From an optimization exercise on the open Yosys and OpenROAD flow, aimed at small area and a short achievable clock period; shortcuts taken in it are not production practice.
Function was checked by simulation only, so behaviour that the tests miss may differ from the original.

===== design.v =====
package sync_fifo_pkg;
   typedef struct packed {
      logic full;
      logic empty;
      logic almost_full;
      logic almost_empty;
   } fifo_flags_t;
   localparam fifo_flags_t FLAGS_RST = 4'b0101;
   function automatic int clog2(input int value);
      int r;
      int v;
      r = 0;
      v = value - 1;
      while (v > 0) begin
         r = r + 1;
         v = v >> 1;
      end
      clog2 = r;
   endfunction
   function automatic bit is_pow2(input int value);
      is_pow2 = (value > 0) && ((value & (value - 1)) == 0);
   endfunction
   function automatic fifo_flags_t flags_from_count(input int count, input int depth,
                                                    input int af_level, input int ae_level);
      fifo_flags_t f;
      f.full         = (count == depth);
      f.empty        = (count == 0);
      f.almost_full  = (count >= af_level);
      f.almost_empty = (count <= ae_level);
      flags_from_count = f;
   endfunction
endpackage
module fifo_ram #(
   parameter int DATA_W = 8,
   parameter int DEPTH  = 256,
   parameter int AW     = sync_fifo_pkg::clog2(DEPTH)
) (
   input  logic              sys_clk,
   input  logic              we,
   input  logic [AW-1:0]     waddr,
   input  logic [DATA_W-1:0] wdata,
   input  logic [AW-1:0]     raddr,
   output logic [DATA_W-1:0] rdata
);
   logic [DEPTH-1:0][DATA_W-1:0] mem;
   for (genvar i = 0; i < DEPTH; i++) begin : g_entry
      always_ff @(posedge sys_clk) begin
         if (we && (waddr == AW'(i))) mem[i] <= wdata;
      end
   end
   assign rdata = mem[raddr];
endmodule
module sync_fifo_pro #(
   parameter int DATA_W   = 8,
   parameter int DEPTH    = 256,
   parameter int FWFT     = 0,
   parameter int AF_LEVEL = DEPTH - 4,
   parameter int AE_LEVEL = 4
) (
   input  logic                    sys_clk,
   input  logic                    sys_rst_n,
   input  logic                    clr,
   input  logic                    wr_en,
   input  logic [DATA_W-1:0]       wr_data,
   input  logic                    rd_en,
   output logic [DATA_W-1:0]       rd_data,
   output logic                    full,
   output logic                    empty,
   output logic                    almost_full,
   output logic                    almost_empty,
   output logic [sync_fifo_pkg::clog2(DEPTH):0]   data_count,
   output logic                    overflow,
   output logic                    underflow
);
   localparam int AW = sync_fifo_pkg::clog2(DEPTH);
   localparam logic [AW:0]   CNT_ONE = (AW + 1)'(1);
   localparam logic [AW-1:0] PTR_ONE = AW'(1);
   if (!sync_fifo_pkg::is_pow2(DEPTH) || DEPTH < 4) begin : g_bad_depth
      $error("sync_fifo_pro: DEPTH must be a power of two and at least 4");
   end
   if (AF_LEVEL < 1 || AF_LEVEL > DEPTH) begin : g_bad_af
      $error("sync_fifo_pro: AF_LEVEL must lie in 1..DEPTH");
   end
   if (AE_LEVEL < 0 || AE_LEVEL > DEPTH - 1) begin : g_bad_ae
      $error("sync_fifo_pro: AE_LEVEL must lie in 0..DEPTH-1");
   end
   logic [AW-1:0]     wr_ptr, rd_ptr;
   logic [AW:0]       count_q, count_nxt;
   sync_fifo_pkg::fifo_flags_t       flags_q, flags_nxt;
   logic              overflow_q, underflow_q;
   logic              rd_acc, wr_acc;
   logic [DATA_W-1:0] ram_rdata;
   assign rd_acc = rd_en & ~flags_q.empty;
   assign wr_acc = wr_en & (~flags_q.full | rd_acc);
   always_comb begin
      count_nxt = count_q;
      if (clr) begin
         count_nxt = '0;
      end else begin
         case ({wr_acc, rd_acc})
            2'b10:   count_nxt = count_q + CNT_ONE;
            2'b01:   count_nxt = count_q - CNT_ONE;
            default: count_nxt = count_q;
         endcase
      end
      flags_nxt = sync_fifo_pkg::flags_from_count(int'(count_nxt), DEPTH, AF_LEVEL, AE_LEVEL);
   end
   always_ff @(posedge sys_clk or negedge sys_rst_n) begin
      if (!sys_rst_n) begin
         wr_ptr      <= '0;
         rd_ptr      <= '0;
         count_q     <= '0;
         flags_q     <= sync_fifo_pkg::FLAGS_RST;
         overflow_q  <= 1'b0;
         underflow_q <= 1'b0;
      end else if (clr) begin
         wr_ptr      <= '0;
         rd_ptr      <= '0;
         count_q     <= '0;
         flags_q     <= flags_nxt;
         overflow_q  <= 1'b0;
         underflow_q <= 1'b0;
      end else begin
         if (wr_acc) wr_ptr <= wr_ptr + PTR_ONE;
         if (rd_acc) rd_ptr <= rd_ptr + PTR_ONE;
         count_q     <= count_nxt;
         flags_q     <= flags_nxt;
         overflow_q  <= wr_en & flags_q.full & ~rd_acc;
         underflow_q <= rd_en & flags_q.empty;
      end
   end
   fifo_ram #(
      .DATA_W (DATA_W),
      .DEPTH  (DEPTH),
      .AW     (AW)
   ) u_ram (
      .sys_clk (sys_clk),
      .we      (wr_acc & ~clr),
      .waddr   (wr_ptr),
      .wdata   (wr_data),
      .raddr   (rd_ptr),
      .rdata   (ram_rdata)
   );
   if (FWFT != 0) begin : g_fwft
      assign rd_data = ram_rdata;
   end else begin : g_std
      logic [DATA_W-1:0] rd_q;
      always_ff @(posedge sys_clk or negedge sys_rst_n) begin
         if (!sys_rst_n)  rd_q <= '0;
         else if (clr) rd_q <= '0;
         else if (rd_acc)  rd_q <= ram_rdata;
      end
      assign rd_data = rd_q;
   end
   assign full         = flags_q.full;
   assign empty        = flags_q.empty;
   assign almost_full  = flags_q.almost_full;
   assign almost_empty = flags_q.almost_empty;
   assign data_count   = count_q;
   assign overflow     = overflow_q;
   assign underflow    = underflow_q;
endmodule

===== run.sh =====
#!/bin/bash
# synth_recipe.tcl (not shown) runs the flow's synth.tcl, then flattens the netlist and writes it again
# the make line also repeats each setting of config.mk as NAME=value (left out here)
make -C /OpenROAD-flow-scripts/flow DESIGN_CONFIG=/design/flow/config.mk WORK_HOME=/design/flow/orfs CLKGATE_MAP_FILE= SYNTH_SCRIPT=/design/flow/synth_recipe.tcl finish

===== config.mk =====
export PLATFORM = sky130hd
export DESIGN_NAME = sync_fifo_pro
export DESIGN_NICKNAME = sync_fifo_pro
export VERILOG_FILES = /design/flow/design.v
export SDC_FILE = /design/flow/constraint.sdc
export NUM_CORES = 4
export LEC_CHECK = 0
export CAP_MARGIN = 20
export CORE_MARGIN = 2
export CORE_UTILIZATION = 45
export SETUP_SLACK_MARGIN = 1.3
export SLEW_MARGIN = 20

===== constraint.sdc =====
create_clock -name core_clock -period 3.8 [get_ports {sys_clk}]
set_input_delay 0.7600 -clock core_clock [delete_from_list [all_inputs] [get_ports {sys_clk}]]
set_output_delay 0.7600 -clock core_clock [all_outputs]
set_load 0.01 [all_outputs]

==> reports/qor.yml <==
status: "no timing/DRC/antenna violations"
gp_congestion: 0.887
htree_levels: 4
synth-seq-cells: 2087
setup_violations: 0
synth_compound_area_frac: 0.0309
clock_latency_ns: 0.88
slew_violations: 0
synth-xor-area-share: 0.00224
path_depth: 11
hold_viol: 0
clkSinkCount: 2087
final_area_sq_um: 102000
synth_top_family_by_area: "multiplexers"
grt_max_degree: 139
period_share: 0.830
power_mw: 53.5
rrSetupSlack_ns: 0.65
path_cells: "buf_12, buf_16, buf_12, mux4_2, mux2i_1, o22ai_1, a21oi_2, o211ai_1, o21ai_0, buf_4, o32ai_1"
totalWireLength_microns: 233000
ys_seq_area_frac: 0.761
synthFlopType: "edfxtp_1"
power.density_nw_per_um2: 526
cts_tree: "done"
slowest_stage: "mux4_2"
place_inst: 6582
clk_path_buf_depth: 3
die_h_microns: 431
netlist_instances: 3995
final_cell_mix: "edfxtp_1 (2048), mux4_2 (435), buf_4 (261)"
ys_warn_count: 2
path_max_fanout: 20
worstSetupPathType: "reg2reg"
antenna_found_initial: 5
hold_start: "wr_data[3]"
grt_pass1_wl_microns: 319000
area_growth_pct: 23.8
final_nets: 4658
clk_root_buffer_cell: "clkbuf_16"
path_buf_inv: 4
crit_family: "compound AO/OA/AOI/OAI gates"
r2r-start: "rd_ptr[0]"
ys_async_sr_fraction: 0.0187
grtUsageTotal: 0.241
cts_made_buffers: 206
wire_per_inst_microns: 32.4
port_buffers: 35
overflow: 0
crit_path_max_incr_delay_ns: 0.53
r2r-end: "g_std.rd_q[4]"
synth_cell_types: 75
synth_nets: 4016
critPathLaunchType: "flip-flop"
synth_mux_area_frac: 0.155
synthesis.area_sq_um: 82100
placed_area_sq_um: 88800
core_area_sq_um: 181000
clkSlewWorstSetupHoldPaths_ns: 0.06
start_util: 0.454
hp-class: "in2reg"
die_area_sq_um: 186000
dieWidth_microns: 431
max-cap-violations: 0
crit_path_end_kind: "flip-flop"
synth_area_per_cell_sq_um: 20.5
clock_skew_ns: 0.0561
reg2regPathDepth: 11
critPathRequiredTime_ns: 4.55
layout_commonest_cell: "edfxtp_1"
drive_gt1_frac: 0.374
synth_fa_ha_area_frac: 0.00122
period_minus_slack_ns: 3.15
synth_edf_count: 2048
synth-simple-area-share: 0.0304
crit_end: "g_std.rd_q[4]"
firstDrtPassIters: 6
worstMarginPinSlew_ns: 1.20
grt_pass1_vias: 42378
maxSlewHeadroom: 0.196
drt-vias-per-instance: 6.12
pin_count: 36
max_clock_freq_mhz: 317
cpMostUsedCell: "buf_12"
fin_cells: 7177
drc: 0
drtAntennaViolNets: 0
setup.worst_path.start: "rd_ptr[0]"
utilization: 0.562
arrival_ns: 3.90
rows: 156
ir_worst_vdd_mv: 0.511
rsz0062_at_grt: "yes"
dpl.hpwl_microns: 140000
vias: 43894
p_leak_nw: 31.5
drtIter0Drc: 5856
==> what timing repair did <==
item	CTS	global route
setup buffers	69	121
pin swaps	35	240
hold buffers	1	0
resized for setup	213	650
setup endpoints to repair	1134	1965
cloned	10	15
endpoints found under the hold margin	15	0
==> synth_stat cells (18+ instances only) <==
library cell     n  area, sq um
edfxtp_1      2048        61500
clkbuf_1       115          432
buf_4           22          165
buf_6           28          315
mux2i_1        226         2260
nor3_1          21          105
o221ai_1        18          158
mux4_1          23          604
buf_2           51          255
nor2_1         332         1250
a211oi_1        18          135
nand2_1         74          278
a22oi_1         58          435
o22ai_1         28          175
a221oi_1        30          263
nand3_1         43          215
a21oi_1         75          375
mux4_2         429         9660
o21ai_0         39          195
dfrtp_1         37          926
nor2b_1         18          113
==> area by class of cell <==
cell class | instances | area (sq um)
clock buffers | 261 | 5400
fillers | 13325 | 79300
repair buffers | 686 | 8860
inverters | 10 | 47.5
well taps | 2370 | 2970
clock inverters | 115 | 957
multi-input cells | 1646 | 20900
diodes | 2 | 5.00
flip-flops and latches | 2087 | 62500
==> cells by family (layout without fill, tap and decap cells) <==
logic type,Yosys count,count (layout)
other,0,2
buffers and inverters,262,1072
XOR/XNOR,21,21
AND/OR/NAND/NOR,566,566
multiplexers,694,694
flip-flops,2087,2087
AO/OA/AOI/OAI,357,357
adder cells (fa/ha/maj),8,8
==> how the worst min path moves through the flow <==
stage / endpoint / slack, ns / cells after the start
after detailed placement: overflow_q / 0.56 / 1
after CTS: u_ram.mem[475] / 0.15 / 1
final: u_ram.mem[467] / 0.18 / 1
after global routing: u_ram.mem[475] / 0.15 / 1
after floorplan: count_q[0] / 0.46 / 0
after global placement: overflow_q / 0.54 / 1
==> per-layer routing <==
metal,up-vias,part of all wire,GRT usage
met5,-,0.000082,0
met4,4,0.033,0.0753
met3,393,0.087,0.0436
met2,2141,0.48,0.377
met1,23431,0.40,0.347
li1,17925,-,-
==> flip-flops by register name, summed over array words and instances (netlist names) <==
name / cells
g_std.rd_q: 8
count_q: 9
flags_q: 4
underflow_q: 1
u_ram.mem: 2048
rd_ptr: 8
wr_ptr: 8
overflow_q: 1
==> per-stage QoR <==
step	TNS, ns	setup WS (ns)	hold WS [ns]
global placement	-0.598	-0.0749	0.541
finish	0	0.648	0.181
detailed placement	-1.35	-0.161	0.559
CTS	0	0.691	0.145
floorplan	0	0.369	0.464
global route	0	0.564	0.148
==> report_power, final <==
| part | switching, mW | internal [mW] |
|---|---|---|
| Clock | 8.72 | 10.7 |
| Combinational | 4.44 | 4.20 |
| Sequential | 0.0972 | 25.4 |

[port drivers added, routing unchanged]
No port has a modelled driver above. Below, the same layout with a new extraction and two added sets of constraints. Step 1 (the two cells are an assumption about what drives the block):
set clk [get_ports {sys_clk}]
set_driving_cell -lib_cell sky130_fd_sc_hd__clkbuf_16 $clk
set_driving_cell -lib_cell sky130_fd_sc_hd__buf_2 [delete_from_list [all_inputs] $clk]
Step 2 moves the port delays by t, midway between the first and last clock arrival at a register: inputs arrive t later, outputs are due t later. That takes back most of the time a late clock gives input paths. a / b / c = ideal ports / drivers / drivers and shift; a / b = the first two.
t (ns): 0.946
slack for setup (ns): 0.648 / 0.648 / 0.053
worst setup path after step 2: input to register
clock arrival spread, ns: 0.060 / 0.060
After both steps this run still meets setup and hold. For this run, drivers alone change the setup slack by 0.000 ns; drivers and shift together by -0.595 ns.
